Background: an optimization exercise with open tools, aiming at small area, a short achievable clock period and few clock cycles. Do not read the settings as production practice.
Only simulation tests tie the RTL to the original design; equivalence was not proved.

$ cat flow/config.mk
export PLATFORM = sky130hd
export DESIGN_NAME = mdu_sequencer
export DESIGN_NICKNAME = mdu_sequencer
export VERILOG_FILES = /design/flow/design.v
export SDC_FILE = /design/flow/constraint.sdc
export NUM_CORES = 4
export LEC_CHECK = 0
export ABC_AREA = 1
export CAP_MARGIN = 20
export CORE_MARGIN = 2
export CORE_UTILIZATION = 40
export SLEW_MARGIN = 20
$ cat flow/constraint.sdc
create_clock -name core_clock -period 85.0 [get_ports {clk}]
set_input_delay 17.0000 -clock core_clock [delete_from_list [all_inputs] [get_ports {clk}]]
set_output_delay 17.0000 -clock core_clock [all_outputs]
set_load 0.01 [all_outputs]
$ cat flow/design.v
module mdu_add #(
  parameter int W = 32
) (
  input  logic [W-1:0] x,
  input  logic [W-1:0] y,
  input  logic         ci,
  output logic [W-1:0] s,
  output logic         co
);
  for (genvar i = 0; i < W; i++) begin : g_bit
    logic cin, cout;
    if (i == 0) begin : g_first
      assign cin = ci;
    end else begin : g_next
      assign cin = g_bit[i-1].cout;
    end
    assign s[i] = x[i] ^ y[i] ^ cin;
    assign cout = (x[i] & y[i]) | (x[i] & cin) | (y[i] & cin);
  end
  assign co = g_bit[W-1].cout;
endmodule
module mdu_sequencer #(
  parameter int unsigned MULT_CYCLES = 5,   
  parameter int unsigned DIV_CYCLES  = 10   
) (
  input  logic        clk,
  input  logic        reset,
  input  logic        start,
  input  logic [2:0]  mdu_op,
  input  logic [31:0] a,
  input  logic [31:0] b,
  input  logic        cancel,
  input  logic        d_is_md,
  output logic        busy,
  output logic        stall_md,
  output logic [31:0] hi,
  output logic [31:0] lo
);
  localparam int K  = 2;        
  localparam int M  = 8;        
  localparam int CM = 32 / M;   
  localparam int CW = 5;        
  logic cancel_w;
  assign cancel_w = cancel;
  logic          busy_q;
  logic [CW-1:0] cnt_q;       
  logic [1:0]    len_q;       
  logic          mul_q;       
  logic          neg_hi_q;    
  logic          neg_lo_q;    
  logic [31:0]   d_q;         
  logic [31:0]   r_q;         
  logic [31:0]   q_q;         
  logic [31:0]   hi_q, lo_q;
  function automatic logic [4:0] msb32(input logic [31:0] x);
    msb32 = 5'd0;
    for (int i = 0; i < 32; i++) if (x[i]) msb32 = i[4:0];
  endfunction
  function automatic logic [31:0] cneg32(input logic [31:0] x, input logic neg);
    logic any;
    any = 1'b0;
    for (int i = 0; i < 32; i++) begin
      cneg32[i] = x[i] ^ (neg & any);
      any       = any | x[i];
    end
  endfunction
  logic        st_signed, a_neg, b_neg, a_zero, b_zero;
  logic [31:0] ua, ub;
  logic [4:0]  la, lb;
  assign st_signed = ~mdu_op[0];
  assign a_neg     = st_signed & a[31];
  assign b_neg     = st_signed & b[31];
  assign ua        = cneg32(a, a_neg);
  assign ub        = cneg32(b, b_neg);
  assign a_zero    = (a == 32'd0);
  assign b_zero    = (b == 32'd0);
  assign la        = msb32(ua);
  assign lb        = msb32(ub);
  logic          d_short;      
  logic [4:0]    d_span;
  logic [4:0]    d_sh;         
  logic [CW-1:0] d_cyc;
  assign d_short = a_zero | (la < lb);
  assign d_span  = la - lb;
  assign d_cyc   = {1'b0, d_span[4:1]} + 5'd1;       
  assign d_sh    = {~d_span[4:1], 1'b0};            
  logic [63:0] d_rq0;
  assign d_rq0 = {32'd0, ua} << d_sh;
  logic          m_swap;
  logic [31:0]   m_x, m_y;
  logic [4:0]    m_ly;
  logic [1:0]    m_len;
  assign m_swap = la < lb;
  assign m_x    = m_swap ? ub : ua;
  assign m_y    = m_swap ? ua : ub;
  assign m_ly   = m_swap ? la : lb;
  assign m_len  = m_ly[4:3];                        
  logic [31:0] dv_r [K+1];
  logic [31:0] dv_q [K+1];
  assign dv_r[0] = r_q;
  assign dv_q[0] = q_q;
  for (genvar k = 0; k < K; k++) begin : g_div
    logic [31:0] s, t;
    logic        s_top, co, ge;
    assign s     = {dv_r[k][30:0], dv_q[k][31]};
    assign s_top = dv_r[k][31];
    mdu_add #(.W(32)) u_sub (.x(s), .y(d_q), .ci(1'b1), .s(t), .co(co));
    assign ge        = s_top | co;
    assign dv_r[k+1] = (t & {32{ge}}) | (s & {32{~ge}});
    assign dv_q[k+1] = {dv_q[k][30:0], ge};
  end
  logic [31:0] mu_r [M+1];
  logic [31:0] mu_q [M+1];
  assign mu_r[0] = r_q;
  assign mu_q[0] = q_q;
  for (genvar k = 0; k < M; k++) begin : g_mul
    logic [31:0] t;
    logic        co;
    mdu_add #(.W(32)) u_add (.x(mu_r[k]), .y(d_q & {32{mu_q[k][0]}}), .ci(1'b0),
                             .s(t), .co(co));
    assign mu_r[k+1] = {co, t[31:1]};
    assign mu_q[k+1] = {t[0], mu_q[k][31:1]};
  end
  logic [63:0] res_raw, res_neg, res;
  logic [63:0] nmask;
  assign res_raw = mul_q ? {mu_r[M], mu_q[M]} : {dv_r[K], dv_q[K]};
  always_comb begin
    logic any;
    any = 1'b0;
    for (int i = 0; i < 32; i++) begin
      nmask[i] = neg_lo_q & any;
      any      = any | res_raw[i];
    end
    any = any & mul_q;
    for (int i = 32; i < 64; i++) begin
      nmask[i] = neg_hi_q & any;
      any      = any | res_raw[i];
    end
  end
  assign res_neg = res_raw ^ nmask;
  logic [4:0] m_sh;
  assign m_sh = mul_q ? {~len_q, 3'b000} : 5'd0;   
  assign res  = (res_neg >> m_sh) | ({64{neg_hi_q & mul_q}} & ~({64{1'b1}} >> m_sh));
  logic go, last;
  assign go   = ~busy_q & start & ~cancel_w;
  assign last = busy_q & ~cancel_w & (cnt_q == 5'd1);
  always_ff @(posedge clk or negedge reset) begin
    if (!reset) begin
      busy_q <= 1'b0;
      hi_q   <= 32'd0;
      lo_q   <= 32'd0;
    end else begin
      if (go) begin
        case (mdu_op)
          3'd0, 3'd1: begin
            if (a_zero | b_zero) begin
              hi_q <= 32'd0;
              lo_q <= 32'd0;
            end else begin
              busy_q <= 1'b1;
            end
          end
          3'd2, 3'd3: begin
            if (!b_zero) begin
              if (d_short) begin
                hi_q <= a;
                lo_q <= 32'd0;
              end else begin
                busy_q <= 1'b1;
              end
            end
          end
          3'd4: hi_q <= a;
          3'd5: lo_q <= a;
          default: ;
        endcase
      end else if (busy_q) begin
        if (cancel_w) begin
          busy_q <= 1'b0;
        end else if (last) begin
          busy_q <= 1'b0;
          hi_q   <= res[63:32];
          lo_q   <= res[31:0];
        end
      end
    end
  end
  always_ff @(posedge clk) begin
    if (~busy_q) begin
      if (~mdu_op[1]) begin
        cnt_q    <= {3'd0, m_len} + 5'd1;
        len_q    <= m_len;
        mul_q    <= 1'b1;
        neg_hi_q <= a_neg ^ b_neg;
        neg_lo_q <= a_neg ^ b_neg;
        d_q      <= m_x;
        r_q      <= 32'd0;
        q_q      <= m_y;
      end else begin
        cnt_q    <= d_cyc;
        len_q    <= m_len;
        mul_q    <= 1'b0;
        neg_hi_q <= a_neg;
        neg_lo_q <= a_neg ^ b_neg;
        d_q      <= ~ub;
        r_q      <= d_rq0[63:32];
        q_q      <= d_rq0[31:0];
      end
    end else begin
      cnt_q <= cnt_q - 5'd1;
      r_q   <= mul_q ? mu_r[M] : dv_r[K];
      q_q   <= mul_q ? mu_q[M] : dv_q[K];
    end
  end
  assign busy     = busy_q;
  assign stall_md = d_is_md & (start | busy_q);
  assign hi       = hi_q;
  assign lo       = lo_q;
endmodule
$ cat flow/run.sh
#!/bin/bash
# synth_recipe.tcl (not shown) runs the flow's synth.tcl, then flattens the netlist and writes it again
# the make line also repeats each setting of config.mk as NAME=value (left out here)
make -C /OpenROAD-flow-scripts/flow DESIGN_CONFIG=/design/flow/config.mk WORK_HOME=/design/flow/orfs CLKGATE_MAP_FILE= SYNTH_SCRIPT=/design/flow/synth_recipe.tcl finish
==> results of run 1 <==
[layout make-up]
class / instances / area, um^2
inverters: 572 / 2150
clock buffers: 21 / 460
flip-flops and latches: 171 / 4120
multi-input cells: 2381 / 17000
fillers: 6246 / 33500
well taps: 782 / 978
clock inverters: 11 / 106
repair buffers: 179 / 1690
[metal layers]
layer	track usage [%]	vias to the layer above	share of wire (%)
met1	38.8	10800	42
met4	14.5	0	5.7
met3	4.12	187	7.4
met2	45.8	923	45
li1	-	10500	-
met5	0	-	0
[how the worst max path moves through the flow]
stage | startpoint | end | slack (ps) | cells after the start
4_1_cts | start | stall_md | 49870 | 3
3_5_place_dp | start | stall_md | 49870 | 3
6_report | start | stall_md | 49870 | 3
2_1_floorplan | start | stall_md | 50820 | 1
3_3_place_gp | start | stall_md | 49860 | 3
5_1_grt | start | stall_md | 49820 | 3
[critical path: cells and delay by family]
family | cells | cell delay, ps
buf+inv | 2 | 1020
compound gates | 1 | 110
[synthesized netlist by cell type (all sizes together) (65+ instances only)]
master	n	share of area (%)
nand2	843	13
inv	567	8.8
o21ai	382	8.0
fa	311	26
nor2	178	3.2
clkbuf	174	2.7
xor2	101	3.7
a21oi	92	1.9
nand3	88	1.8
a31oi	72	1.9
dfxtp	69	5.7
dfrtp	65	6.7
[registers in the layout (all words and copies together), names as in the netlist]
register,cells
d_q,32
hi_q,32
lo_q,32
q_q,32
r_q,32
cnt_q,5
len_q,2
busy_q,1
mul_q,1
neg_hi_q,1
neg_lo_q,1
[kinds of logic (layout without fill, tap and decap cells)]
family                   Yosys count  after routing  share of synthesized area [%]
adder cells (fa/ha/maj)          329            329                           26.7
flip-flops                       171            171                           17.0
multiplexers                      16             16                          0.663
XOR/XNOR                         119            119                           4.34
AO/OA/AOI/OAI                    719            719                           17.3
buffers and inverters            792            783                           12.8
AND/OR/NAND/NOR                 1198           1198                           21.2
[stage by stage]
step                      setup slack [ps]  area (um^2)  instances  hold slack [ps]  utilization (%)
after global routing                 49820        26500       4117              523             44.1
final                                49870        26500       4117              483             44.1
after global placement               49860        25900       4084              470             43.2
after detailed placement             49870        25900       4085              468             43.2
after floorplan                      50820        24200       3344              500                -
after CTS                            49870        26500       4117              488             44.1
==> results.json, run 1 <==
{
  "outcome": "timing/DRC/antenna clean",
  "path_class": "primary input to output port",
  "hpwl_um": 72000,
  "finalHoldViolations": 0,
  "hold_path.class": "flop to flop",
  "synth_edf_count": 37,
  "path_cells": "clkdlybuf4s50_1, o21a_1, clkdlybuf4s50_1",
  "regToRegSetupSlack_ps": 55910,
  "critPathMaxFanout": 2,
  "end_kind": "output port",
  "worstPathRequired_ps": 68000,
  "fin_setup_tns_ps": 0,
  "core_mm2": 0.0600,
  "antenna_found_initial": 1,
  "whs_endpoint": "hi_q[13]$_DFFE_PN0P_",
  "cts_max_level": 4,
  "ant_nets": 0,
  "final_common_cell": "nand2_1",
  "nets": 3723,
  "syn_nets": 3745,
  "rows": 90,
  "dr_total_vias": 22400,
  "first_global_vias": 21900,
  "fin_crit_ps": 35130,
  "postSynthAreaPerCell_um2": 7.23,
  "die_h_um": 250,
  "slew_headroom_pct": 18.8,
  "finalCritPeriodShare_pct": 41.3,
  "initial_core_util_pct": 40.3,
  "crit_path_start_kind": "primary input",
  "max_stage_delay_ps": 530,
  "finalSetupViolations": 0,
  "yosysWarnings": 9,
  "syn_to_final_growth_pct": 9.61,
  "holdBufCountCts": 0,
  "min-delay-start": "hi_q[13]$_DFFE_PN0P_",
  "syn-instance-count": 3344,
  "drt_wl_total_um": 89400,
  "ys_ff_latch": 171,
  "numCtsBuffers": 17,
  "async_reset_ff_share_pct": 38.0,
  "port_buffers": 137,
  "gp_congestion": 0.969,
  "rsz0062_at_grt": "no",
  "vias_per_cell": 5.43,
  "clockBufferDepth": 2,
  "fin_worst_skew_ps": 16.6,
  "clock_latency_ps": 470,
  "dieArea_mm2": 0.0624,
  "path_common_cell": "clkdlybuf4s50_1",
  "hold_depth": 2,
  "grt_overflow_total": 0,
  "antennaDiodeCount": 0,
  "arrival_ps": 18130,
  "drive_above_1_share_pct": 4.74,
  "grt.total_usage_pct": 29.0,
  "root_buffer": "clkbuf_16",
  "netlist_area_mm2": 0.0242,
  "worst_pin_slew_ps": 1210,
  "synth_cell_types": 64,
  "ys_seq_area_share_pct": 17.0,
  "drc_errors": 0,
  "cts_tree": "built",
  "first_iter_violations": 2206,
  "post-cts-setup-buffers": 0,
  "io-pin-count": 138,
  "post_cts_resized": 0,
  "ys.flop_type": "dfxtp_1",
  "mostFrequentLayoutCells": "nand2_1 (839), inv_1 (553), o21ai_0 (370), fa_1 (311), nor2_1 (160)",
  "die_x_um": 250,
  "fmax_ghz": 0.0285,
  "grt_start_max_net_pins": 109,
  "reg2reg_depth": 105,
  "drv_slew": 0,
  "rr_endpoint": "lo_q[28]$_DFFE_PN0P_",
  "clock_sinks": 171,
  "post_drt_wl_per_cell_um": 21.7,
  "grt_first_pass_wirelength_um": 136000,
  "reg2reg_from": "d_q[0]$_DFFE_PN_",
  "clk_pin_slew_ps": 70,
  "firstDrtPassIters": 6,
  "cp_slowest_cell": "clkdlybuf4s50_1",
  "maxCapViolCount": 0
}
Testbench counts, summed over its fixed seeds: cycles 133,686.
==> inputs of run 2 (changes only) <==
--- a/flow/config.mk
+++ b/flow/config.mk
@@ -8,5 +8,6 @@
 export ABC_AREA = 1
-export CAP_MARGIN = 20
+export CAP_MARGIN = 10
 export CORE_MARGIN = 2
-export CORE_UTILIZATION = 40
-export SLEW_MARGIN = 20
+export CORE_UTILIZATION = 50
+export CTS_BUF_LIST = sky130_fd_sc_hd__clkbuf_8
+export SLEW_MARGIN = 10
==> results.json, run 2 <==
{
  "outcome": "timing/DRC/antenna clean",
  "cts_max_level": 4,
  "regToRegSetupSlack_ps": 55090,
  "fin_crit_ps": 35100,
  "numCtsBuffers": 17,
  "yosys-top-cells-area": "fa_1 (26%), nand2_1 (13%), inv_1 (8.6%)",
  "clockBufferDepth": 2,
  "gp_congestion": 1.04,
  "post-cts-setup-buffers": 0,
  "port_buffers": 137,
  "postSynthAreaPerCell_um2": 7.23,
  "reg2reg_depth": 96,
  "arrival_ps": 18100,
  "path_class": "primary input to output port",
  "dpl_cell_area_mm2": 0.0257,
  "async_reset_ff_share_pct": 38.0,
  "critPathMaxFanout": 2,
  "crit_start": "start",
  "rsz0062_at_grt": "no",
  "nets": 3724,
  "mostFrequentLayoutCells": "nand2_1 (839), inv_1 (555), o21ai_0 (370), fa_1 (311), nor2_1 (160)",
  "rows": 80,
  "rr_endpoint": "hi_q[17]$_DFFE_PN0P_",
  "grt.total_usage_pct": 37.8,
  "fin_worst_skew_ps": 24.8,
  "netlist_area_mm2": 0.0242,
  "hpwl_um": 75300,
  "worst_pin_slew_ps": 1250,
  "yosys.area.top_type_share_pct": 25.8,
  "core_mm2": 0.0477,
  "grt_overflow_total": 0,
  "fin_setup_tns_ps": 0,
  "finalCritPeriodShare_pct": 41.3,
  "worstPathRequired_ps": 68000,
  "final_common_cell": "nand2_1",
  "yosysMostFrequentCell": "nand2_1",
  "nFillCells": 4677,
  "syn-instance-count": 3344,
  "first_iter_violations": 2759,
  "antenna_found_initial": 4,
  "syn_to_final_growth_pct": 7.94,
  "drive_above_1_share_pct": 4.74,
  "design_area_mm2": 0.0261,
  "synth_edf_count": 37,
  "slew_headroom_pct": 16.5,
  "grt_first_pass_wirelength_um": 140000,
  "synth_cell_types": 64,
  "clk_pin_slew_ps": 100,
  "clock_sinks": 171,
  "timing.final.ws_setup_ps": 49900,
  "grt_start_max_net_pins": 108,
  "multiInputGateArea_mm2": 0.0170,
  "finalSetupViolations": 0,
  "yosys.area.top_type": "fa_1",
  "initial_core_util_pct": 50.6,
  "root_buffer": "clkbuf_8",
  "dieArea_mm2": 0.0501,
  "hold_depth": 2,
  "min-delay-start": "lo_q[9]$_DFFE_PN0P_",
  "cts_tree": "built",
  "die_x_um": 224,
  "ys.flop_type": "dfxtp_1",
  "ys_seq_area_share_pct": 17.0,
  "hold_path.class": "flop to flop",
  "die_h_um": 224,
  "holdBufCountCts": 0,
  "yosysWarnings": 9,
  "drt_wl_total_um": 93300,
  "place_inst": 3919,
  "final_cell_count_no_fill": 3952,
  "vias_per_cell": 5.81,
  "fmax_ghz": 0.0285,
  "first_global_vias": 22400,
  "post_drt_wl_per_cell_um": 23.6,
  "crit_path_start_kind": "primary input",
  "drc_errors": 0,
  "place_ws_ps": 49900,
  "dr_total_vias": 23000,
  "syn_nets": 3745,
  "post_cts_resized": 0,
  "end_kind": "output port",
  "holdWs_ps": 496,
  "io-pin-count": 138,
  "ant_nets": 0,
  "firstDrtPassIters": 8,
  "ys_ff_latch": 171,
  "drv_slew": 0,
  "whs_endpoint": "lo_q[9]$_DFFE_PN0P_",
  "reg2reg_from": "d_q[0]$_DFFE_PN_",
  "synthTopCellsByCount": "nand2_1 (839), inv_1 (556), o21ai_0 (370), fa_1 (311), clkbuf_1 (171)",
  "clock_latency_ps": 540,
  "maxCapViolCount": 0,
  "regArea_mm2": 0.00412,
  "finalHoldViolations": 0
}
run 2: cell counts after synthesis:
No cell type changed its count.
run 2: area by class of cell:
cell class | instances | area share, %
Sequential cell | 171 | 15.8
Tap cell | 615 | 2.95
Timing Repair Buffer | 180 | 6.47
Clock inverter | 13 | 0.446
Antenna cell | 1 | 0.00959
Clock buffer | 19 | 1.00
Multi-Input combinational cell | 2381 | 65.1
Inverter | 572 | 8.23
run 2: worst max path at each step:
stage                           to  depth (start not counted)
after floorplan           stall_md                          1
after global placement    stall_md                          3
after detailed placement  stall_md                          3
after CTS                 stall_md                          3
after global routing      stall_md                          3
final                     stall_md                          3
run 2: per-layer routing:
layer,track usage [%],up-vias,routed length [um]
li1,-,10500,-
met1,51.6,11100,38400
met2,59.7,1147,41900
met3,5.60,201,8060
met4,16.9,6,4850
met5,0,-,42
run 2: critical path, stage by stage:
cell and delay, ps:
clkdlybuf4s50_1 470, o21a_1 110, clkdlybuf4s50_1 520
run 2: logic make-up after synthesis:
| group | count (synthesis) | share of synthesized area, % |
|---|---|---|
| XOR/XNOR | 119 | 4.34 |
| multiplexers | 16 | 0.663 |
| flip-flops | 171 | 17.0 |
| buffers and inverters | 792 | 12.8 |
| adder cells (fa/ha/maj) | 329 | 26.7 |
| AND/OR/NAND/NOR | 1198 | 21.2 |
| AO/OA/AOI/OAI | 719 | 17.3 |
run 2: per-stage QoR:
step           util (%)
3_3_place_gp       53.9
4_1_cts            54.6
2_1_floorplan         -
3_5_place_dp       53.9
5_1_grt            54.6
6_report           54.6
==> inputs of run 3 (changes only) <==
==> flow/flow/run.sh (new file) <==
#!/bin/bash
# The standard layout (the standard.sh), with the port buffers made of
# sky130_fd_sc_hd__buf_1 instead of the cell buffer_ports picks by default.
# Every input and output port still gets its own buffer.
set -euo pipefail
bash standard.sh "BUFFER_PORTS_ARGS=-buffer_cell sky130_fd_sc_hd__buf_1" finish > flow_standard.log 2>&1
==> flow/standard.sh (new file) <==
#!/bin/bash
# synth_recipe.tcl (not shown) runs the flow's synth.tcl, then flattens the netlist and writes it again
# the make line also repeats each setting of config.mk as NAME=value (left out here)
make -C /OpenROAD-flow-scripts/flow DESIGN_CONFIG=/design/flow/config.mk WORK_HOME=/design/flow/orfs CLKGATE_MAP_FILE= SYNTH_SCRIPT=/design/flow/synth_recipe.tcl "${@:-finish}"
removed: flow/run.sh
==> results.json, run 3 <==
{
  "postSynthAreaPerCell_um2": 7.23,
  "holdBufCountCts": 0,
  "firstDrtPassIters": 8,
  "ys_seq_area_share_pct": 17.0,
  "grt.total_usage_pct": 38.0,
  "rsz0062_at_grt": "no",
  "hold_path.class": "flop to flop",
  "max_stage_delay_ps": 160,
  "finalHoldViolations": 0,
  "slew_headroom_pct": 11.1,
  "arrival_ps": 17370,
  "fin_setup_tns_ps": 0,
  "clock_sinks": 171,
  "met1_usage_pct": 51.9,
  "ys.flop_type": "dfxtp_1",
  "post_cts_resized": 0,
  "ant_nets": 0,
  "yosys-top-cells-area": "fa_1 (26%), nand2_1 (13%), inv_1 (8.6%)",
  "grt.busiest_layer": "met2",
  "syn_to_final_growth_pct": 4.60,
  "clockBufferDepth": 2,
  "drc_errors": 0,
  "drive_above_1_share_pct": 4.82,
  "synth_edf_count": 37,
  "maxCapViolCount": 0,
  "path_common_cell": "buf_1",
  "rows": 80,
  "numCtsBuffers": 17,
  "yosysWarnings": 9,
  "cts_max_level": 4,
  "end_kind": "output port",
  "grt_overflow_total": 0,
  "crit_buf_inv": 2,
  "hpwl_um": 75500,
  "first_global_vias": 22600,
  "drt_wl_total_um": 93400,
  "fin_worst_skew_ps": 26.0,
  "antenna_found_initial": 4,
  "path_class": "primary input to output port",
  "post-route-util_pct": 53.0,
  "io-pin-count": 138,
  "die_x_um": 224,
  "gp_congestion": 1.03,
  "worst_pin_slew_ps": 1320,
  "fmax_ghz": 0.0291,
  "grt_first_pass_wirelength_um": 140000,
  "nFillCells": 4879,
  "synthTopCellsByCount": "nand2_1 (839), inv_1 (556), o21ai_0 (370), fa_1 (311), clkbuf_1 (171)",
  "ys_ff_latch": 171,
  "grt_use_met2_pct": 60.1,
  "yosys.area.top_type": "fa_1",
  "yosys.area.top_type_share_pct": 25.8,
  "final_common_cell": "nand2_1",
  "dr_total_vias": 22900,
  "initial_core_util_pct": 50.6,
  "grt_use_met3_pct": 5.84,
  "first_iter_violations": 2744,
  "vias_per_cell": 5.78,
  "root_buffer": "clkbuf_8",
  "grt_start_max_net_pins": 108,
  "drv_slew": 0,
  "critPathTopFamily": "buffers and inverters",
  "nets": 3727,
  "core_mm2": 0.0477,
  "port_buffers": 137,
  "cp_slowest_cell": "o21a_1",
  "syn_nets": 3745,
  "post-cts-setup-buffers": 0,
  "cts_tree": "built",
  "finalSetupViolations": 0,
  "worstPathRequired_ps": 68000,
  "syn-instance-count": 3344,
  "holdWs_ps": 491,
  "place_inst": 3922,
  "crit_path_start_kind": "primary input",
  "path_cells": "buf_1, o21a_1, buf_1",
  "critPathMaxFanout": 2,
  "post_drt_wl_per_cell_um": 23.6,
  "finalCritPeriodShare_pct": 40.4,
  "clk_pin_slew_ps": 110,
  "final_cell_count_no_fill": 3957,
  "async_reset_ff_share_pct": 38.0,
  "clock_latency_ps": 550,
  "netlist_area_mm2": 0.0242,
  "outcome": "timing/DRC/antenna clean",
  "dieArea_mm2": 0.0501,
  "fin_crit_ps": 34370,
  "mostFrequentLayoutCells": "nand2_1 (839), inv_1 (555), o21ai_0 (370), fa_1 (311), nor2_1 (160)",
  "yosysMostFrequentCell": "nand2_1",
  "die_h_um": 224,
  "synth_cell_types": 64
}
run 3: cell types whose count changed in the layout (fill, tap and decap cells not counted):
| cell | before | now |
|---|---|---|
| buf_1 | 0 | 135 |
| buf_4 | 43 | 46 |
| bufinv_16 | 1 | 2 |
| clkbuf_2 | 0 | 1 |
| clkbuf_8 | 19 | 18 |
| clkdlybuf4s50_1 | 136 | 0 |
| clkinv_1 | 6 | 7 |
| clkinv_2 | 4 | 3 |
| clkinv_4 | 3 | 0 |
| clkinvlp_4 | 0 | 1 |
| diode_2 | 1 | 3 |
| inv_4 | 0 | 1 |
| inv_8 | 1 | 2 |
run 3: through the flow:
stage	instance area [um^2]	worst slack (ps)
2_1_floorplan	24200	50820
3_3_place_gp	24900	50610
3_5_place_dp	24900	50630
4_1_cts	25300	50630
5_1_grt	25300	50610
6_report	25300	50630
run 3: kinds of logic (layout without fill, tap and decap cells):
group                    after synthesis  in the layout  synth area share [%]
multiplexers                          16             16                 0.663
AO/OA/AOI/OAI                        719            719                  17.3
other                                  0              3                     0
buffers and inverters                792            787                  12.8
adder cells (fa/ha/maj)              329            329                  26.7
flip-flops                           171            171                  17.0
AND/OR/NAND/NOR                     1198           1198                  21.2
XOR/XNOR                             119            119                  4.34
run 3: worst paths after layout:
path / from / end / slack, ps / cells after the start
worst max-delay path: start / stall_md / 50630 / 3
worst min-delay path: lo_q[3]$_DFFE_PN0P_ / lo_q[3]$_DFFE_PN0P_ / 490 / 1
worst max register to register: d_q[0]$_DFFE_PN_ / hi_q[17]$_DFFE_PN0P_ / 54880 / 94
worst min register to register: lo_q[3]$_DFFE_PN0P_ / lo_q[3]$_DFFE_PN0P_ / 490 / 1
max in group asynchronous: reset / lo_q[6]$_DFFE_PN0P_ / 67780 / 2
min in group asynchronous: reset / hi_q[13]$_DFFE_PN0P_ / 16670 / 2
run 3: worst reg2reg max path: cells and delay by family, from the launching register on:
kind	cells	cell delay (ps)
adder cells (fa/ha/maj)	62	23380
AND/OR/NAND/NOR	17	2820
buffers and inverters	8	1500
AO/OA/AOI/OAI	6	1260
flip-flops	1	590
XOR/XNOR	1	490
run 3: layer usage:
metal	vias to the layer above	part of all wire [%]
li1	10500	-
met1	11200	42
met2	1028	46
met3	180	8.2
met4	0	4.6
met5	-	0
run 3: layout make-up:
class / instances / area [um^2] / share of cell area (%)
Timing Repair Buffer: 183 / 862 / 3.41
Sequential cell: 171 / 4120 / 16.3
Inverter: 572 / 2150 / 8.50
Antenna cell: 3 / 7.51 / 0.0297
Clock buffer: 18 / 248 / 0.980
Multi-Input combinational cell: 2381 / 17000 / 67.2
Clock inverter: 14 / 144 / 0.569
Tap cell: 615 / 769 / 3.04
==> inputs of run 4 (changes only) <==
--- a/flow/config.mk
+++ b/flow/config.mk
@@ -8,6 +8,5 @@
 export ABC_AREA = 1
-export CAP_MARGIN = 10
+export CAP_MARGIN = 20
 export CORE_MARGIN = 2
-export CORE_UTILIZATION = 50
-export CTS_BUF_LIST = sky130_fd_sc_hd__clkbuf_8
-export SLEW_MARGIN = 10
+export CORE_UTILIZATION = 40
+export SLEW_MARGIN = 20
==> results.json, run 4 <==
{
  "clock_sinks": 171,
  "syn_nets": 3745,
  "dr_total_vias": 22400,
  "first_global_vias": 21500,
  "grt_use_met3_pct": 3.26,
  "final_cell_count_no_fill": 4116,
  "hold_path.class": "flop to flop",
  "die_x_um": 250,
  "core_mm2": 0.0600,
  "reg2reg_from": "d_q[0]$_DFFE_PN_",
  "final_common_cell": "nand2_1",
  "slew_headroom_pct": 24.5,
  "ys_ff_latch": 171,
  "yosys.area.top_type_share_pct": 25.8,
  "critPathMaxFanout": 2,
  "gp_congestion": 1.02,
  "io-pin-count": 138,
  "worst_pin_slew_ps": 1130,
  "netlist_area_mm2": 0.0242,
  "hold_depth": 2,
  "synthTopCellsByCount": "nand2_1 (839), inv_1 (556), o21ai_0 (370), fa_1 (311), clkbuf_1 (171)",
  "grt_overflow_total": 0,
  "grt_start_max_net_pins": 108,
  "cts_tree": "built",
  "fin_setup_tns_ps": 0,
  "ys.flop_type": "dfxtp_1",
  "yosys.area.top_type": "fa_1",
  "rr_endpoint": "hi_q[13]$_DFFE_PN0P_",
  "whs_endpoint": "hi_q[13]$_DFFE_PN0P_",
  "clockBufferDepth": 2,
  "post-cts-setup-buffers": 0,
  "path_common_cell": "buf_1",
  "path_class": "primary input to output port",
  "drive_above_1_share_pct": 4.83,
  "yosysMostFrequentCell": "nand2_1",
  "clk_pin_slew_ps": 70,
  "cp_slowest_cell": "o21a_1",
  "rsz0062_at_grt": "no",
  "path_cells": "buf_1, o21a_1, buf_1",
  "worstPathRequired_ps": 68000,
  "holdBufCountCts": 0,
  "async_reset_ff_share_pct": 38.0,
  "first_iter_violations": 2532,
  "antenna_found_initial": 0,
  "ys_seq_area_share_pct": 17.0,
  "holdWs_ps": 488,
  "drv_slew": 0,
  "multiInputGateArea_mm2": 0.0170,
  "fin_crit_ps": 34360,
  "grt_use_met2_pct": 45.0,
  "finalSetupViolations": 0,
  "min-delay-start": "hi_q[13]$_DFFE_PN0P_",
  "arrival_ps": 17360,
  "ant_nets": 0,
  "dieArea_mm2": 0.0624,
  "die_h_um": 250,
  "numCtsBuffers": 17,
  "drc_errors": 0,
  "firstDrtPassIters": 6,
  "cts_max_level": 4,
  "drt_wl_total_um": 89100,
  "grt.total_usage_pct": 28.6,
  "syn_to_final_growth_pct": 6.33,
  "place_ws_ps": 50640,
  "postSynthAreaPerCell_um2": 7.23,
  "yosys-top-cells-area": "fa_1 (26%), nand2_1 (13%), inv_1 (8.6%)",
  "clock_latency_ps": 480,
  "post_drt_wl_per_cell_um": 21.6,
  "mostFrequentLayoutCells": "nand2_1 (838), inv_1 (553), o21ai_0 (370), fa_1 (311), nor2_1 (160)",
  "yosysWarnings": 9,
  "fin_worst_skew_ps": 16.4,
  "timing.final.ws_setup_ps": 50640,
  "design_area_mm2": 0.0257,
  "regArea_mm2": 0.00412,
  "dpl_cell_area_mm2": 0.0251,
  "regToRegSetupSlack_ps": 55540,
  "max_stage_delay_ps": 160,
  "finalCritPeriodShare_pct": 40.4,
  "vias_per_cell": 5.45,
  "grt_first_pass_wirelength_um": 135000,
  "crit_start": "start",
  "place_inst": 4084,
  "reg2reg_depth": 101,
  "post_cts_resized": 0,
  "finalHoldViolations": 0,
  "nFillCells": 6344,
  "antennaDiodeCount": 0,
  "crit_path_start_kind": "primary input",
  "syn-instance-count": 3344,
  "fmax_ghz": 0.0291,
  "nets": 3722,
  "root_buffer": "clkbuf_16",
  "end_kind": "output port",
  "port_buffers": 137,
  "met1_usage_pct": 39.3,
  "synth_edf_count": 37,
  "outcome": "timing/DRC/antenna clean",
  "hpwl_um": 71300,
  "maxCapViolCount": 0,
  "rows": 90,
  "grt.busiest_layer": "met2",
  "synth_cell_types": 64,
  "initial_core_util_pct": 40.3
}
[run 4: kinds of logic (layout without fill, tap and decap cells)]
kind of cell    count (synthesis)  in the layout  share of synthesized area, %
simple gates                 1198           1198                          21.2
mux                            16             16                         0.663
fa+ha+maj                     329            329                          26.7
buf+inv                       792            782                          12.8
flops                         171            171                          17.0
xor+xnor                      119            119                          4.34
compound gates                719            719                          17.3
[run 4: critical path: cells and delay by family]
family	cells	cell delay (ps)
buffers and inverters	2	200
AO/OA/AOI/OAI	1	160
[run 4: worst max-delay path by stage]
stage	endpoint
6_report	stall_md
3_3_place_gp	stall_md
3_5_place_dp	stall_md
5_1_grt	stall_md
4_1_cts	stall_md
2_1_floorplan	stall_md
[run 4: per-stage QoR]
step	util [%]
after floorplan	-
after global placement	41.8
after detailed placement	41.8
after CTS	42.8
after global routing	42.8
final	42.8
[run 4: cell type report]
cell class                 instances  area share [%]
multi-input combinational       2381            66.1
tap                              782            3.81
inverter                         572            8.36
clock inverter                    11           0.560
clock buffer                      21            1.91
sequential                       171            16.0
timing repair buffer             178            3.21
[run 4: layer usage]
metal	share of wire, %	wire (um)
met5	0	0
met2	45	39900
met4	5.3	4750
met3	6.6	5900
met1	43	38600
==> inputs of run 5 (changes only) <==
--- a/flow/config.mk
+++ b/flow/config.mk
@@ -8,5 +8,7 @@
 export ABC_AREA = 1
-export CAP_MARGIN = 20
+export CAP_MARGIN = 5
 export CORE_MARGIN = 2
-export CORE_UTILIZATION = 40
-export SLEW_MARGIN = 20
+export CORE_UTILIZATION = 50
+export CTS_BUF_LIST = sky130_fd_sc_hd__clkbuf_8
+export PLACE_DENSITY = 0.7
+export SLEW_MARGIN = 5
==> results.json, run 5 <==
{
  "fin_setup_tns_ps": 0,
  "io-pin-count": 138,
  "yosysWarnings": 9,
  "drive_above_1_share_pct": 4.66,
  "synthMuxAreaShare_pct": 0.663,
  "final_common_cell": "nand2_1",
  "vias_per_cell": 5.75,
  "first_global_vias": 21600,
  "finalSetupViolations": 0,
  "rr_endpoint": "hi_q[26]$_DFFE_PN0P_",
  "cp_slowest_cell": "o21a_1",
  "ys_ff_latch": 171,
  "synth_top_family_by_area": "adder cells",
  "numCtsBuffers": 17,
  "worst_pin_slew_ps": 1240,
  "synth_xor_area_share_pct": 4.34,
  "grt.total_usage_pct": 34.4,
  "reg2reg_from": "d_q[0]$_DFFE_PN_",
  "critPathTopFamily": "buffers and inverters",
  "hpwl_um": 67500,
  "drc_errors": 0,
  "post_cts_resized": 0,
  "slew_headroom_pct": 16.6,
  "crit_start": "start",
  "finalHoldViolations": 0,
  "post_drt_wl_per_cell_um": 21.5,
  "reg2reg_depth": 97,
  "crit_buf_inv": 2,
  "yosysMostFrequentCell": "nand2_1",
  "yosys.area.top_type_share_pct": 25.8,
  "crit_path_start_kind": "primary input",
  "ys.flop_type": "dfxtp_1",
  "drv_slew": 0,
  "synth_edf_count": 37,
  "regToRegSetupSlack_ps": 54880,
  "holdBufCountCts": 0,
  "gp_congestion": 1.03,
  "netlist_area_mm2": 0.0242,
  "firstDrtPassIters": 6,
  "synthTopCellsByCount": "nand2_1 (839), inv_1 (556), o21ai_0 (370), fa_1 (311), clkbuf_1 (171)",
  "syn_nets": 3745,
  "dr_total_vias": 22700,
  "worstPathRequired_ps": 68000,
  "grt_overflow_total": 0,
  "antenna_found_initial": 0,
  "postSynthAreaPerCell_um2": 7.23,
  "synthAdderAreaFrac_pct": 26.7,
  "ant_nets": 0,
  "clockBufferDepth": 2,
  "fin_worst_skew_ps": 18.7,
  "async_reset_ff_share_pct": 38.0,
  "ys_seq_area_share_pct": 17.0,
  "die_h_um": 224,
  "clock_sinks": 171,
  "grt_first_pass_wirelength_um": 130000,
  "dieArea_mm2": 0.0501,
  "rows": 80,
  "place_ws_ps": 50640,
  "fmax_ghz": 0.0291,
  "max_stage_delay_ps": 160,
  "root_buffer": "clkbuf_8",
  "maxCapViolCount": 0,
  "place_inst": 3911,
  "yosys.area.top_type": "fa_1",
  "port_buffers": 137,
  "antennaDiodeCount": 0,
  "cts_tree": "built",
  "grt_start_max_net_pins": 109,
  "arrival_ps": 17360,
  "fin_crit_ps": 34360,
  "final_cell_count_no_fill": 3943,
  "synth_compound_area_share_pct": 17.3,
  "die_x_um": 224,
  "path_class": "primary input to output port",
  "finalCritPeriodShare_pct": 40.4,
  "synth_cell_types": 64,
  "syn-instance-count": 3344,
  "outcome": "timing/DRC/antenna clean",
  "end_kind": "output port",
  "mostFrequentLayoutCells": "nand2_1 (839), inv_1 (553), o21ai_0 (370), fa_1 (311), nor2_1 (160)",
  "synthSimpleGateAreaFrac_pct": 21.2,
  "initial_core_util_pct": 50.6,
  "nets": 3716,
  "path_common_cell": "buf_1",
  "yosys-top-cells-area": "fa_1 (26%), nand2_1 (13%), inv_1 (8.6%)",
  "nFillCells": 4720,
  "path_cells": "buf_1, o21a_1, buf_1",
  "post-cts-setup-buffers": 0,
  "first_iter_violations": 2890,
  "drt_wl_total_um": 84800,
  "critPathMaxFanout": 2,
  "rsz0062_at_grt": "no",
  "post-route-util_pct": 52.8,
  "syn_to_final_growth_pct": 4.34,
  "cp_num_cells": 3,
  "core_mm2": 0.0477,
  "cp-endpoint": "stall_md",
  "cts_max_level": 4,
  "timing.final.ws_setup_ps": 50640,
  "clk_pin_slew_ps": 110,
  "clock_latency_ps": 530,
  "hold_path.class": "flop to flop"
}
run 5: cell counts after synthesis:
No cell type changed its count.
run 5: per-layer routing:
| metal | GRT usage (%) | share of wire [%] | vias to the layer above | routed length, um |
|---|---|---|---|---|
| met5 | 0 | 0 | - | 0 |
| met4 | 18.0 | 6.3 | 0 | 5360 |
| met3 | 4.91 | 8.7 | 228 | 7350 |
| met2 | 53.7 | 44 | 1139 | 37700 |
| met1 | 46.5 | 41 | 10800 | 34300 |
| li1 | - | - | 10400 | - |
run 5: stage by stage:
step | hold WS, ps | area (um^2)
finish | 499 | 25200
global route | 531 | 25200
CTS | 497 | 25200
detailed placement | 466 | 24800
global placement | 467 | 24800
floorplan | 500 | 24200
run 5: worst min path at each step:
stage	from	endpoint	slack [ps]	cells past startpoint
2_1_floorplan	cnt_q[0]$_DFF_P_	cnt_q[0]$_DFF_P_	500	3
3_3_place_gp	hi_q[13]$_DFFE_PN0P_	hi_q[13]$_DFFE_PN0P_	470	2
3_5_place_dp	hi_q[13]$_DFFE_PN0P_	hi_q[13]$_DFFE_PN0P_	470	2
4_1_cts	hi_q[13]$_DFFE_PN0P_	hi_q[13]$_DFFE_PN0P_	500	2
5_1_grt	lo_q[6]$_DFFE_PN0P_	lo_q[6]$_DFFE_PN0P_	530	1
6_report	hi_q[13]$_DFFE_PN0P_	hi_q[13]$_DFFE_PN0P_	500	2
run 5: kinds of logic (layout without fill, tap and decap cells):
group,Yosys count,after routing
buffers and inverters,792,776
AND/OR/NAND/NOR,1198,1198
adder cells (fa/ha/maj),329,329
multiplexers,16,16
XOR/XNOR,119,119
flip-flops,171,171
AO/OA/AOI/OAI,719,719
run 5: cell type report:
type / instances / area [um^2] / share of cell area [%]
timing repair buffer: 172 / 779 / 3.09
inverter: 572 / 2150 / 8.52
clock buffer: 17 / 234 / 0.928
clock inverter: 15 / 176 / 0.699
multi-input combinational: 2381 / 17000 / 67.4
tap: 615 / 769 / 3.05
sequential: 171 / 4120 / 16.3
run 5: tightest hold or removal path, stage by stage, from the launching register on:
cell     delay, ps
dfrtp_1        360
nand2_1         50
nand2_1         60
==> inputs of run 6 (changes only) <==
--- a/flow/config.mk
+++ b/flow/config.mk
@@ -8,3 +8,3 @@
 export ABC_AREA = 1
-export CAP_MARGIN = 5
+export CAP_MARGIN = 0
 export CORE_MARGIN = 2
@@ -12,3 +12,2 @@
 export CTS_BUF_LIST = sky130_fd_sc_hd__clkbuf_8
-export PLACE_DENSITY = 0.7
-export SLEW_MARGIN = 5
+export SLEW_MARGIN = 0
==> results.json, run 6 <==
{
  "crit_buf_inv": 2,
  "drive_above_1_share_pct": 4.82,
  "antenna_found_initial": 4,
  "reg2reg_from": "d_q[0]$_DFFE_PN_",
  "grt_overflow_total": 0,
  "path_class": "primary input to output port",
  "firstDrtPassIters": 8,
  "synthTopCellsByCount": "nand2_1 (839), inv_1 (556), o21ai_0 (370), fa_1 (311), clkbuf_1 (171)",
  "port_buffers": 137,
  "postSynthAreaPerCell_um2": 7.23,
  "die_x_um": 224,
  "drv_slew": 0,
  "hold_path.class": "flop to flop",
  "clock_sinks": 171,
  "grt_start_max_net_pins": 108,
  "synth_edf_count": 37,
  "path_common_cell": "buf_1",
  "numCtsBuffers": 17,
  "yosysMostFrequentCell": "nand2_1",
  "clk_pin_slew_ps": 110,
  "ys.flop_type": "dfxtp_1",
  "critPathTopFamily": "buffers and inverters",
  "hpwl_um": 75500,
  "fin_crit_ps": 34370,
  "min-delay-start": "lo_q[3]$_DFFE_PN0P_",
  "dieArea_mm2": 0.0501,
  "grt.total_usage_pct": 38.0,
  "post_drt_wl_per_cell_um": 23.6,
  "yosysWarnings": 9,
  "fmax_ghz": 0.0291,
  "cp_slowest_cell": "o21a_1",
  "reg2reg_depth": 94,
  "arrival_ps": 17370,
  "synth_cell_types": 64,
  "io-pin-count": 138,
  "syn_nets": 3745,
  "design_area_mm2": 0.0253,
  "dr_total_vias": 22900,
  "vias_per_cell": 5.78,
  "outcome": "timing/DRC/antenna clean",
  "holdBufCountCts": 0,
  "critPathMaxFanout": 2,
  "drt_wl_total_um": 93400,
  "clock_latency_ps": 550,
  "first_iter_violations": 2744,
  "ys_ff_latch": 171,
  "regArea_mm2": 0.00412,
  "clockBufferDepth": 2,
  "drc_errors": 0,
  "finalCritPeriodShare_pct": 40.4,
  "async_reset_ff_share_pct": 38.0,
  "gp_congestion": 1.03,
  "netlist_area_mm2": 0.0242,
  "end_kind": "output port",
  "finalSetupViolations": 0,
  "ys_seq_area_share_pct": 17.0,
  "final_common_cell": "nand2_1",
  "post-cts-setup-buffers": 0,
  "die_h_um": 224,
  "fin_worst_skew_ps": 26.0,
  "syn_to_final_growth_pct": 4.60,
  "nFillCells": 4879,
  "regToRegSetupSlack_ps": 54880,
  "path_cells": "buf_1, o21a_1, buf_1",
  "finalHoldViolations": 0,
  "worstPathRequired_ps": 68000,
  "yosys-top-cells-area": "fa_1 (26%), nand2_1 (13%), inv_1 (8.6%)",
  "syn-instance-count": 3344,
  "cts_max_level": 4,
  "root_buffer": "clkbuf_8",
  "core_mm2": 0.0477,
  "dpl_cell_area_mm2": 0.0249,
  "multiInputGateArea_mm2": 0.0170,
  "crit_start": "start",
  "maxCapViolCount": 0,
  "crit_path_start_kind": "primary input",
  "cts_tree": "built",
  "rsz0062_at_grt": "no",
  "worst_pin_slew_ps": 1320,
  "ant_nets": 0,
  "slew_headroom_pct": 11.1,
  "initial_core_util_pct": 50.6,
  "mostFrequentLayoutCells": "nand2_1 (839), inv_1 (555), o21ai_0 (370), fa_1 (311), nor2_1 (160)",
  "fin_setup_tns_ps": 0,
  "post_cts_resized": 0,
  "max_stage_delay_ps": 160,
  "grt_first_pass_wirelength_um": 140000,
  "rows": 80,
  "yosys.area.top_type_share_pct": 25.8,
  "nets": 3727,
  "yosys.area.top_type": "fa_1",
  "cp_num_cells": 3,
  "first_global_vias": 22600,
  "cp-endpoint": "stall_md",
  "rr_endpoint": "hi_q[17]$_DFFE_PN0P_"
}
run 6: changes by cell type in the layout (fill, tap and decap cells not counted), moves of 2 or more:
cell and change:
inv_8 -2, clkinv_4 -4, diode_2 +3, buf_4 +11
clkinv_8 -2, clkinv_2 +2, inv_1 +2
run 6: cells by family (layout without fill, tap and decap cells):
logic type | count (synthesis) | after routing | share of synthesized area [%]
XOR/XNOR | 119 | 119 | 4.34
AND/OR/NAND/NOR | 1198 | 1198 | 21.2
adder cells (fa/ha/maj) | 329 | 329 | 26.7
AO/OA/AOI/OAI | 719 | 719 | 17.3
buffers and inverters | 792 | 787 | 12.8
multiplexers | 16 | 16 | 0.663
other | 0 | 3 | 0
flip-flops | 171 | 171 | 17.0
run 6: per-stage QoR:
step                      utilization [%]  setup WS (ps)  hold slack [ps]  cells
after floorplan                         -          50820              500   3344
after global placement               52.1          50610              464   3922
after detailed placement             52.1          50630              465   3922
after CTS                            52.9          50630              495   3954
after global routing                 52.9          50610              518   3955
final                                53.0          50630              491   3957
run 6: how the worst min path moves through the flow:
| stage | to | cells past startpoint |
|---|---|---|
| after global routing | lo_q[3]$_DFFE_PN0P_ | 1 |
| final | lo_q[3]$_DFFE_PN0P_ | 1 |
| after floorplan | cnt_q[0]$_DFF_P_ | 3 |
| after CTS | lo_q[3]$_DFFE_PN0P_ | 1 |
| after global placement | lo_q[3]$_DFFE_PN0P_ | 1 |
| after detailed placement | lo_q[3]$_DFFE_PN0P_ | 1 |
run 6: cell type report:
class                           count  share of cell area (%)
Multi-Input combinational cell   2381                    67.2
Sequential cell                   171                    16.3
Inverter                          572                    8.50
Timing Repair Buffer              183                    3.41
Tap cell                          615                    3.04
Clock buffer                       18                   0.980
Clock inverter                     14                   0.569
Antenna cell                        3                  0.0297
run 6: per-layer routing:
metal	global-route usage (%)	vias to the layer above	part of all wire (%)
met5	0	-	0
met4	16.4	0	4.6
met3	5.84	180	8.2
met2	60.1	1028	46
met1	51.9	11200	42
li1	-	10500	-
==> inputs of run 7 (changes only) <==
==> flow/flow/run.sh (replaced) <==
#!/bin/bash
# The standard layout (the standard.sh) with two changes:
#  - the port buffers are sky130_fd_sc_hd__buf_1 instead of the cell buffer_ports
#    picks by default (every input and output port still gets its own buffer);
#  - ORFS's power recovery (repair_timing -recover_power) runs at global route,
#    downsizing gates that have slack to spare.
set -euo pipefail
bash standard.sh "BUFFER_PORTS_ARGS=-buffer_cell sky130_fd_sc_hd__buf_1" "RECOVER_POWER=100" finish > flow_standard.log 2>&1
--- a/flow/config.mk
+++ b/flow/config.mk
@@ -8,3 +8,3 @@
 export ABC_AREA = 1
-export CAP_MARGIN = 0
+export CAP_MARGIN = 10
 export CORE_MARGIN = 2
@@ -12,2 +12,2 @@
 export CTS_BUF_LIST = sky130_fd_sc_hd__clkbuf_8
-export SLEW_MARGIN = 0
+export SLEW_MARGIN = 10
==> results.json, run 7 <==
{
  "outcome": "complete, but fails checks",
  "check.faults": "capacitance limit, slew limit",
  "hold_path.class": "flop to flop",
  "max_stage_delay_ps": 160,
  "yosysWarnings": 9,
  "synth_edf_count": 37,
  "hold_depth": 1,
  "cts_max_level": 4,
  "cp_num_cells": 3,
  "cts_tree": "built",
  "die_h_um": 224,
  "core_mm2": 0.0477,
  "vias_per_cell": 5.79,
  "rsz0062_at_grt": "no",
  "yosys.area.top_type": "fa_1",
  "dr_total_vias": 22900,
  "finalSetupViolations": 0,
  "nets": 3727,
  "root_buffer": "clkbuf_8",
  "fmax_ghz": 0.0291,
  "final_common_cell": "nand2_1",
  "ys_ff_latch": 171,
  "rows": 80,
  "slew_headroom_pct": -174,
  "syn-instance-count": 3344,
  "grt_overflow_total": 0,
  "fin_setup_tns_ps": 0,
  "ant_nets": 0,
  "post-cts-setup-buffers": 0,
  "drv_slew": 415,
  "ys.flop_type": "dfxtp_1",
  "drt_wl_total_um": 93500,
  "ys_seq_area_share_pct": 17.0,
  "yosys-top-cells-area": "fa_1 (26%), nand2_1 (13%), inv_1 (8.6%)",
  "synthTopCellsByCount": "nand2_1 (839), inv_1 (556), o21ai_0 (370), fa_1 (311), clkbuf_1 (171)",
  "final_cell_count_no_fill": 3958,
  "place_inst": 3922,
  "holdBufCountCts": 0,
  "post_drt_wl_per_cell_um": 23.6,
  "numCtsBuffers": 17,
  "end_kind": "output port",
  "async_reset_ff_share_pct": 38.0,
  "yosys.area.top_type_share_pct": 25.8,
  "maxCapViolCount": 7,
  "fin_crit_ps": 34370,
  "grt.total_usage_pct": 38.0,
  "port_buffers": 137,
  "path_cells": "buf_1, o21a_1, buf_1",
  "holdWs_ps": 492,
  "worstPathRequired_ps": 68000,
  "antenna_found_initial": 4,
  "initial_core_util_pct": 50.6,
  "finalCritPeriodShare_pct": 40.4,
  "yosysMostFrequentCell": "nand2_1",
  "critPathTopFamily": "buffers and inverters",
  "drive_above_1_share_pct": 3.53,
  "synth_cell_types": 64,
  "worst_pin_slew_ps": 4110,
  "gp_congestion": 1.03,
  "arrival_ps": 17370,
  "cp_slowest_cell": "o21a_1",
  "netlist_area_mm2": 0.0242,
  "firstDrtPassIters": 6,
  "clock_latency_ps": 550,
  "crit_buf_inv": 2,
  "first_global_vias": 22600,
  "io-pin-count": 138,
  "crit_path_start_kind": "primary input",
  "grt_start_max_net_pins": 108,
  "finalHoldViolations": 0,
  "path_class": "primary input to output port",
  "postSynthAreaPerCell_um2": 7.23,
  "post_cts_resized": 0,
  "clock_sinks": 171,
  "syn_nets": 3745,
  "first_iter_violations": 2524,
  "die_x_um": 224,
  "fin_worst_skew_ps": 30.6,
  "clk_pin_slew_ps": 110,
  "dieArea_mm2": 0.0501,
  "hpwl_um": 75500,
  "clockBufferDepth": 2,
  "grt_first_pass_wirelength_um": 140000,
  "drc_errors": 0,
  "reg2reg_depth": 99,
  "critPathMaxFanout": 2,
  "syn_to_final_growth_pct": 3.41,
  "path_common_cell": "buf_1",
  "mostFrequentLayoutCells": "nand2_1 (839), inv_1 (556), o21ai_0 (375), fa_1 (311), nor2_1 (171)"
}
-- run 7: cell counts after synthesis --
Identical to the previous run, type by type.
-- run 7: final cells by class --
type / instances / area, um^2
clock buffers: 18 / 248
well taps: 615 / 769
diodes: 4 / 10.0
flip-flops and latches: 171 / 4120
multi-input cells: 2381 / 16700
fillers: 4921 / 22700
clock inverters: 14 / 144
repair buffers: 183 / 810
inverters: 572 / 2150
-- run 7: final timing paths --
check                                  endpoint                 from  slack (ps)
max                                    stall_md                start       50630
min                         lo_q[3]$_DFFE_PN0P_  lo_q[3]$_DFFE_PN0P_         490
max reg2reg                hi_q[13]$_DFFE_PN0P_     d_q[0]$_DFFE_PN_       52730
min reg2reg                 lo_q[3]$_DFFE_PN0P_  lo_q[3]$_DFFE_PN0P_         490
max in group asynchronous   lo_q[6]$_DFFE_PN0P_                reset       65140
min in group asynchronous  hi_q[13]$_DFFE_PN0P_                reset       17820
-- run 7: metrics by stage --
stage	setup WS [ps]	utilization (%)	area, um^2
finish	50630	52.4	25000
detailed placement	50630	52.1	24900
CTS	50630	52.9	25300
floorplan	50820	-	24200
global route	50610	52.3	25000
global placement	50610	52.1	24900
-- run 7: logic make-up after synthesis --
group | after synthesis | share of synthesized area (%)
and+or+nand+nor | 1198 | 21.2
buffers and inverters | 792 | 12.8
AOI/OAI and AO/OA | 719 | 17.3
muxes | 16 | 0.663
DFF | 171 | 17.0
xor gates and xnor gates | 119 | 4.34
adders and majority gates | 329 | 26.7
-- run 7: metal layers --
layer / vias to the layer above / track usage (%) / share of wire [%]
met2: 1082 / 60.1 / 46
met3: 185 / 5.84 / 8.1
met5: - / 0 / 0
met1: 11200 / 51.9 / 42
li1: 10500 / - / -
met4: 0 / 16.4 / 4.6

==> afterwards: timing with drivers on the ports <==
The results above use ideal ports. As a check the final layouts listed here were re-extracted and re-timed, cells and wires unchanged.
Step 1: set_driving_cell puts a clkbuf_16 on clk and a buf_2 on each other input, an assumption about the parent block.
Step 2, shift: input delay + t, output delay - t, t = (earliest + latest rising clock arrival at the registers) / 2. This alone moves slack from input paths to output paths.
Three values: no drivers, after step 1, after step 2; two values: the first two.
run | t, ns | setup WS [ns] | worst setup path at the end | worst register clock-pin slew, ns
run 1 | 0.515 | 49.866 / 49.841 / 49.841 | input to output | 0.08 / 0.08
run 2 | 0.586 | 49.895 / 49.871 / 49.871 | input to output | 0.11 / 0.11
run 3 | 0.587 | 50.631 / 50.609 / 50.609 | input to output | 0.11 / 0.11
run 4 | 0.524 | 50.636 / 50.615 / 50.615 | input to output | 0.08 / 0.08
run 5 | 0.575 | 50.639 / 50.619 / 50.619 | input to output | 0.11 / 0.12
run 6 | 0.587 | 50.631 / 50.609 / 50.609 | input to output | 0.11 / 0.11
run 7 | 0.591 | 50.631 / 50.609 / 50.609 | input to output | 0.12 / 0.12
For run 1, which loses most, drivers alone change the setup slack by -0.025 ns; drivers and shift together by -0.025 ns.
